Context: an optimization exercise on an open-source flow, tuned for small area. The choices shown serve that exercise and are no tape-out recipe.
In this exercise RTL edits were held to simulation tests only and were not proved equivalent to the original.
Power and IR drop assume default switching activity.

==> flow/design.v <==
`timescale 1ns/1ns
module inputSync (
	input  logic        CLOCK_50,
	input  logic        reset,
	input  logic [3:0]    encA,
	input  logic [3:0]    encB,
	input  logic        turretEncA,
	input  logic        laserSync,
	input  logic        laserSign,
	output logic [3:0]    axisARise,   
	output logic [3:0]    axisBRise,   
	output logic [3:0]    axisBLevel,  
	output logic        turretTick,  
	output logic        turretSync,  
	output logic        beamSign     
);
	localparam int NumAxes = 4;  
	localparam int NumLines = 2 * NumAxes + 3;
	logic [NumLines-1:0] rawIn;
	logic [NumLines-1:0] meta;     
	logic [NumLines-1:0] stable;   
	logic [NumLines-1:0] delayed;  
	logic [NumLines-1:0] rise;
	assign rawIn = {laserSign, laserSync, turretEncA, encB, encA};
	always_ff @(posedge CLOCK_50, posedge reset) begin
		if (reset) begin
			meta    <= '0;
			stable  <= '0;
			delayed <= '0;
			rise    <= '0;
		end else begin
			meta    <= rawIn;
			stable  <= meta;
			delayed <= stable;
			rise    <= stable & ~delayed;
		end
	end
	assign axisARise  = rise[NumAxes-1:0];
	assign axisBRise  = rise[2*NumAxes-1:NumAxes];
	assign axisBLevel = delayed[2*NumAxes-1:NumAxes];
	assign turretTick = rise[2*NumAxes];
	assign turretSync = rise[2*NumAxes+1];
	assign beamSign   = delayed[2*NumAxes+2];  
endmodule
`timescale 1ns/1ns
module windowTimer #(
	parameter int WindowCycles = 500000  
) (
	input  logic CLOCK_50,
	input  logic reset,
	output logic windowEnd
);
	localparam int CountWidth = (WindowCycles > 1) ? $clog2(WindowCycles) : 1;
	localparam logic [CountWidth-1:0] LastCount = WindowCycles - 1;
	logic [CountWidth-1:0] cycleCount;
	assign windowEnd = (cycleCount == LastCount);
	always_ff @(posedge CLOCK_50, posedge reset) begin
		if (reset) begin
			cycleCount <= '0;
		end else if (windowEnd) begin
			cycleCount <= '0;  
		end else begin
			cycleCount <= cycleCount + 1'b1;
		end
	end
endmodule
`timescale 1ns/1ns
module axisSpeed #(
	parameter logic [3:0] DirInvert = '0  
) (
	input  logic      CLOCK_50,
	input  logic      reset,
	input  logic [3:0]  axisARise,
	input  logic [3:0]  axisBRise,
	input  logic [3:0]  axisBLevel,
	input  logic      windowEnd,
	output logic [63:0] speed,  
	output logic [3:0]  direction
);
	localparam int NumAxes = 4;  
	logic [15:0] countA [NumAxes];
	logic [15:0] countB [NumAxes];
	function automatic logic [15:0] halfSum(input logic [15:0] a, input logic [15:0] b);
		logic [16:0] total;
		total = a + b;
		halfSum = total[16:1];
	endfunction
	always_ff @(posedge CLOCK_50, posedge reset) begin
		if (reset) begin
			for (int i = 0; i < NumAxes; i++) begin
				countA[i] <= '0;
				countB[i] <= '0;
			end
		end else begin
			for (int i = 0; i < NumAxes; i++) begin
				if (windowEnd) begin
					countA[i] <= {15'd0, axisARise[i]};
					countB[i] <= {15'd0, axisBRise[i]};
				end else begin
					countA[i] <= countA[i] + {15'd0, axisARise[i]};
					countB[i] <= countB[i] + {15'd0, axisBRise[i]};
				end
			end
		end
	end
	always_ff @(posedge CLOCK_50, posedge reset) begin
		if (reset) begin
			for (int i = 0; i < NumAxes; i++) begin
				speed[i*16 +: 16] <= '0;
			end
		end else if (windowEnd) begin
			for (int i = 0; i < NumAxes; i++) begin
				speed[i*16 +: 16] <= halfSum(countA[i], countB[i]);
			end
		end
	end
	always_ff @(posedge CLOCK_50, posedge reset) begin
		if (reset) begin
			direction <= '0;
		end else begin
			for (int i = 0; i < NumAxes; i++) begin
				if (axisARise[i]) begin
					direction[i] <= axisBLevel[i] ^ DirInvert[i];
				end
			end
		end
	end
endmodule
`timescale 1ns/1ns
module beamFilter #(
	parameter int GapTicks = 20  
) (
	input  logic      CLOCK_50,
	input  logic      reset,
	input  logic      turretTick,
	input  logic      beamSign,
	output logic      markStart,
	output logic      markEnd,
	output logic      commit
);
	localparam logic [1:0] Idle    = 2'd0;  
	localparam logic [1:0] Receive = 2'd1;  
	localparam logic [1:0] Gap     = 2'd2;  
	logic [1:0] state;
	logic [1:0] nextState;
	logic [5:0]  gapCount;
	logic      gapDone;
	localparam logic [5:0] GapLast = GapTicks - 1;
	assign gapDone = turretTick && (gapCount == GapLast);
	always_comb begin
		nextState = state;
		markStart = 1'b0;
		markEnd   = 1'b0;
		commit    = 1'b0;
		case (state)
			Idle: begin
				if (beamSign) begin
					markStart = 1'b1;
					nextState = Receive;
				end
			end
			Receive: begin
				if (!beamSign) begin
					markEnd   = 1'b1;  
					nextState = Gap;
				end
			end
			Gap: begin
				if (beamSign) begin
					nextState = Receive;  
				end else if (gapDone) begin
					commit    = 1'b1;
					nextState = Idle;
				end
			end
			default: nextState = Idle;
		endcase
	end
	always_ff @(posedge CLOCK_50, posedge reset) begin
		if (reset) begin
			state <= Idle;
		end else begin
			state <= nextState;
		end
	end
	always_ff @(posedge CLOCK_50, posedge reset) begin
		if (reset) begin
			gapCount <= '0;
		end else if (markEnd) begin
			gapCount <= '0;
		end else if (state == Gap && turretTick && !beamSign) begin
			gapCount <= gapCount + 1'b1;
		end
	end
endmodule
`timescale 1ns/1ns
module beamCapture (
	input  logic      CLOCK_50,
	input  logic      reset,
	input  logic      turretTick,
	input  logic      turretSync,
	input  logic      markStart,
	input  logic      markEnd,
	input  logic      commit,
	output logic [15:0]     beamStart,
	output logic [15:0]     beamEnd,
	output logic      beamValid,
	output logic      newTurn
);
	logic [15:0] angle;         
	logic [15:0] pendingStart;
	logic [15:0] pendingEnd;
	always_ff @(posedge CLOCK_50, posedge reset) begin
		if (reset) begin
			angle   <= '0;
			newTurn <= 1'b0;
		end else if (turretSync) begin
			angle   <= '0;  
			newTurn <= ~newTurn;
		end else if (turretTick) begin
			angle <= angle + 1'b1;
		end
	end
	always_ff @(posedge CLOCK_50) begin
		if (markStart) begin
			pendingStart <= angle;
		end
		if (markEnd) begin
			pendingEnd <= angle;
		end
	end
	always_ff @(posedge CLOCK_50, posedge reset) begin
		if (reset) begin
			beamStart <= '0;
			beamEnd   <= '0;
			beamValid <= 1'b0;
		end else begin
			beamValid <= commit;  
			if (commit) begin
				beamStart <= pendingStart;
				beamEnd   <= pendingEnd;
			end
		end
	end
endmodule
`timescale 1ns/1ns
module robotSensorTop #(
	parameter int       WindowCycles = 500000,
	parameter int       GapTicks     = 20,
	parameter logic [3:0] DirInvert    = 4'b0110  
) (
	input  logic     CLOCK_50,
	input  logic     reset,
	input  logic [3:0] encA,
	input  logic [3:0] encB,
	input  logic     turretEncA,
	input  logic     laserSync,
	input  logic     laserSign,
	output logic [63:0] speed,  
	output logic [3:0] direction,
	output logic [15:0]    beamStart,
	output logic [15:0]    beamEnd,
	output logic     beamValid,
	output logic     newTurn
);
	logic [3:0] axisARise;
	logic [3:0] axisBRise;
	logic [3:0] axisBLevel;
	logic     turretTick;
	logic     turretSync;
	logic     beamSign;
	logic windowEnd;
	logic markStart;
	logic markEnd;
	logic commit;
	inputSync inputSync_inst (
		.CLOCK_50   (CLOCK_50),
		.reset      (reset),
		.encA       (encA),
		.encB       (encB),
		.turretEncA (turretEncA),
		.laserSync  (laserSync),
		.laserSign  (laserSign),
		.axisARise  (axisARise),
		.axisBRise  (axisBRise),
		.axisBLevel (axisBLevel),
		.turretTick (turretTick),
		.turretSync (turretSync),
		.beamSign   (beamSign)
	);
	windowTimer #(.WindowCycles(WindowCycles)) windowTimer_inst (
		.CLOCK_50  (CLOCK_50),
		.reset     (reset),
		.windowEnd (windowEnd)
	);
	axisSpeed #(.DirInvert(DirInvert)) axisSpeed_inst (
		.CLOCK_50  (CLOCK_50),
		.reset     (reset),
		.axisARise (axisARise),
		.axisBRise (axisBRise),
		.axisBLevel(axisBLevel),
		.windowEnd (windowEnd),
		.speed     (speed),
		.direction (direction)
	);
	beamFilter #(.GapTicks(GapTicks)) beamFilter_inst (
		.CLOCK_50  (CLOCK_50),
		.reset     (reset),
		.turretTick(turretTick),
		.beamSign  (beamSign),
		.markStart (markStart),
		.markEnd   (markEnd),
		.commit    (commit)
	);
	beamCapture beamCapture_inst (
		.CLOCK_50  (CLOCK_50),
		.reset     (reset),
		.turretTick(turretTick),
		.turretSync(turretSync),
		.markStart (markStart),
		.markEnd   (markEnd),
		.commit    (commit),
		.beamStart (beamStart),
		.beamEnd   (beamEnd),
		.beamValid (beamValid),
		.newTurn   (newTurn)
	);
endmodule
==> flow/run.sh <==
#!/bin/bash
# synth_recipe.tcl (not shown) runs the flow's synth.tcl, then flattens the netlist and writes it again
# the make line also repeats each setting of config.mk as NAME=value (left out here)
make -C /OpenROAD-flow-scripts/flow DESIGN_CONFIG=/design/flow/config.mk WORK_HOME=/design/flow/orfs CLKGATE_MAP_FILE= SYNTH_SCRIPT=/design/flow/synth_recipe.tcl finish
==> flow/config.mk <==
export PLATFORM = sky130hd
export DESIGN_NAME = robotSensorTop
export DESIGN_NICKNAME = robotSensorTop
export VERILOG_FILES = /design/flow/design.v
export SDC_FILE = /design/flow/constraint.sdc
export NUM_CORES = 4
export LEC_CHECK = 0
export CAP_MARGIN = 20
export CORE_MARGIN = 2
export CORE_UTILIZATION = 40
export SLEW_MARGIN = 20
==> flow/constraint.sdc <==
create_clock -name core_clock -period 20.0 [get_ports {CLOCK_50}]
set_input_delay 4.0000 -clock core_clock [delete_from_list [all_inputs] [get_ports {CLOCK_50}]]
set_output_delay 4.0000 -clock core_clock [all_outputs]
set_load 0.01 [all_outputs]
==> summary.txt <==
Timing
  – Final hold vios: 0
  – Fin crit period: 5.96 ns
  – Slew @ Worst Pin: 0.950 ns
  – Setup_tns: 0 ns
  – Setup ws final: 14.04 ns
  – RSZ-0062 raised after global routing: false
  – Crit share post-route: 29.8%
  – FMAX: 168 MHz
  – Slew margin rel.: 36.7%
  – Count of final setup violators: 0
  – Clk_skew: 0.0123 ns
  – Slew Limit Fails: 0

Clock tree
  – Max Root-Sink Buffers: 3
  – H-tree depth: 2
  – Worst skew pair latency: 0.56 ns
  – CTS root buf: clkbuf_16
  – CTS sink cnt: 348
  – CTS Buf Count: 39
  – # Post-CTS Setup Buffers: 0
  – Post-CTS sizing: 0
  – CTS tree: built
  – Post-cts hold buffer count: 0
  – Worst-path clk slew: 0.06 ns

Pwr
  – Overall Power: 1.87 mW
  – Max VDD drop: 0.0533 mV
  – Clock power frac: 39.2%
  – Switching part of the total power: 28.3%
  – Power Internal: 1.34 mW
  – Leak: 8.89 nW
  – Sequential share of power: 44.7%
  – Pwr dens: 96.7 mW/mm2
  – Comb power frac: 16.1%
  – P_sw: 0.530 mW

Setup path
  – Kind of critical path: in -> async
  – Buf/Inv on CP: 4
  – CP top delay family: buffers and inverters
  – Max incr delay on CP: 0.76 ns
  – Critical-path cell list: clkdlybuf4s50_1 > inv_8 > buf_6 > buf_4
  – Critical path launch point type: primary input
  – Arr. time, crit path: 6.55 ns
  – Crit-path max FO: 101
  – Critical Path Source: reset
  – CP endpoint kind: asynchronous set/reset pin
  – Cell count along the critical path: 4
  – Setup slack, reg-to-reg: 17.30 ns
  – Worst Path Required: 20.59 ns
  – Worst path slowest cell: buf_4
  – RR Startpoint: inputSync_inst.rise[8]$_DFF_PP0_
  – Reg2reg end: beamCapture_inst.beamEnd[13]$_DFFE_PP0P_
  – Worst setup path end: axisSpeed_inst.speed[42]$_DFFE_PP0N_
  – Worst reg2reg path depth: 6

GRT
  – Initial antenna violation count: 0
  – Largest net degree at the start of global routing: 102
  – Global-route wire length before repair: 54.6 mm
  – GR Util All Layers: 15.8%
  – Vias in the first global route: 11,000
  – GRT overflow: 0

Yosys
  – Seq cells post-synth: 348
  – Synth Cell Area: 0.0164 mm2
  – Synth warn: 7
  – Sequential area share after synthesis: 54.2%
  – Syn nets: 1,691
  – Syn avg cell area: 10.3 um2
  – Main synth FF type: dfrtp_1
  – Post-synth EDFFs: 32
  – Asr flop ratio synth: 90.8%
  – Post-Syn Instances: 1,595
  – Distinct cells, synth: 64

Min path
  – HP Class: reg -> reg

Placed design
  – Dpl cells: 2,204
  – GPL Wtd Cong: 0.808
  – Dpl hpwl: 21.9 mm
  – Port bufs: 114
  – Placed Area: 0.0180 mm2
  – Pre-CTS WS: 12.99 ns

Status
  – Status: finished clean

Job
  – Max Cap Violations: 0

Floorplan
  – I/O pin cnt: 115
  – Die height: 206 um
  – Die area: 0.0425 mm2
  – Initial Util: 40.3%
  – Row cnt: 74
  – Core Region: 0.0406 mm2
  – Die X: 206 um

Detailed routing
  – Via-per-instance ratio: 4.93
  – Routed WL: 32.3 mm
  – Wire per inst: 14.2 um
  – Initial DRC count: 574
  – Detail Route Antenna Nets: 0
  – Via count of the routed design: 11,200
  – Drc violations: 0
  – DR pass1 iterations: 4

Finish
  – Post-Layout Cell Count: 2,275
  – Fillers: 3,734
  – Ant diodes: 0
  – Nets@finish: 1,809
  – Share of cells above drive strength 1: 5.34%
  – Commonest non-fill, non-tap cell in the layout: dfrtp_1
  – Cell area after layout: 0.0194 mm2
  – Area delta synth->final: 18.3%
  – Most frequent cells in the layout: dfrtp_1, nand2_1, nor2_1
-- cells by family (layout without fill, tap and decap cells) --
group / Yosys count / count (layout) / synth area share [%]
AOI/OAI and AO/OA: 216 / 216 / 8.32
adders and majority gates: 83 / 83 / 6.53
buffers and inverters: 70 / 218 / 1.90
DFF: 348 / 348 / 54.2
muxes: 7 / 7 / 0.451
xor gates and xnor gates: 191 / 191 / 10.2
and+or+nand+nor: 680 / 680 / 18.3
-- synthesized netlist by cell type (all sizes together) (11+ instances only) --
master  number  area [um2]
dfrtp      316        7910
nand2      275        1030
nor2       196         736
xor2       123        1080
o21ai       89         449
ha          79         988
nand3       76         380
xnor2       68         596
a21oi       49         260
edfxtp      32         961
nand4       32         200
and3        27         169
clkbuf      25        93.8
inv         25        93.8
a21o        21         158
buf         20         124
nor2b       15        93.8
nor3        15        75.1
and2        14        87.6
or3         11        68.8
-- worst min path at each step --
| stage | endpoint | start | cells past startpoint | slack [ns] |
|---|---|---|---|---|
| 6_report | inputSync_inst.stable[9]$_DFF_PP0_ | inputSync_inst.meta[9]$_DFF_PP0_ | 0 | 0.35 |
| 5_1_grt | inputSync_inst.stable[6]$_DFF_PP0_ | inputSync_inst.meta[6]$_DFF_PP0_ | 0 | 0.35 |
| 4_1_cts | inputSync_inst.stable[9]$_DFF_PP0_ | inputSync_inst.meta[9]$_DFF_PP0_ | 0 | 0.35 |
| 3_5_place_dp | inputSync_inst.stable[6]$_DFF_PP0_ | inputSync_inst.meta[6]$_DFF_PP0_ | 0 | 0.33 |
| 3_3_place_gp | inputSync_inst.stable[4]$_DFF_PP0_ | inputSync_inst.meta[4]$_DFF_PP0_ | 0 | 0.33 |
| 2_1_floorplan | inputSync_inst.delayed[10]$_DFF_PP0_ | inputSync_inst.stable[10]$_DFF_PP0_ | 0 | 0.33 |
-- registers in the layout (all words and copies together) (netlist names), 10 cells and up --
signal	flops
axisSpeed_inst.countA	64
axisSpeed_inst.countB	64
axisSpeed_inst.speed	64
windowTimer_inst.cycleCount	19
beamCapture_inst.angle	16
beamCapture_inst.beamEnd	16
beamCapture_inst.beamStart	16
beamCapture_inst.pendingEnd	16
beamCapture_inst.pendingStart	16
inputSync_inst.delayed	11
inputSync_inst.meta	11
inputSync_inst.stable	11
inputSync_inst.rise	10
-- area by class of cell --
cell class                 count  area, um2  area share (%)
multi-input combinational   1177       7190            37.2
sequential                   348       8870            45.8
inverter                      25        101           0.524
tap                          532        666            3.44
timing repair buffer         122       1200            6.23
clock buffer                  55       1090            5.61
clock inverter                16        236            1.22
-- power by group through the flow --
stage / Clock, mW / Sequential (mW) / Combinational, mW
after floorplan: 0 / 0.832 / 0.240
after global placement: 0 / 0.848 / 0.297
after detailed placement: 0 / 0.850 / 0.301
after CTS: 0.759 / 0.837 / 0.304
after global routing: 0.786 / 0.848 / 0.345
final: 0.734 / 0.837 / 0.300
-- stage by stage --
step                hold slack [ns]  util [%]
finish                        0.347      47.7
floorplan                     0.331         -
global route                  0.354      47.7
detailed placement            0.335      44.4
CTS                           0.348      47.7
global placement              0.334      44.4
-- routing by layer --
metal / GRT usage [%] / share of wire (%) / vias up
met5: 0 / 0 / -
met4: 5.38 / 2.3 / 0
met2: 25.3 / 48 / 130
met1: 21.6 / 47 / 5398
li1: - / - / 5647
met3: 2.81 / 3.3 / 40

==> static timing again, ports no longer ideal <==
Ports are ideal in the flow. The routed layout listed here was re-timed in OpenROAD. Step 1 assumes that a clkbuf_16 drives the clock port and a buf_2 every other input. Step 2 moves the port delays by t, midway between the first and last clock arrival at a register: inputs arrive t later, outputs are due t later. That takes back most of the time a late clock gives input paths. a / b / c = ideal ports / drivers / drivers and shift; a / b = the first two.
t, ns: 0.607
setup slack, ns: 14.042 / 14.073 / 13.467
hold slack, ns: 0.347 / 0.347 / 0.347
clock arrival spread, ns: 0.013 / 0.013
worst register clock-pin slew, ns: 0.06 / 0.06
After both steps this run still meets setup and hold. The setup slack of this run moves by +0.031 ns with the drivers and by -0.575 ns with both steps. The worst setup slack also covers recovery checks on asynchronous resets.
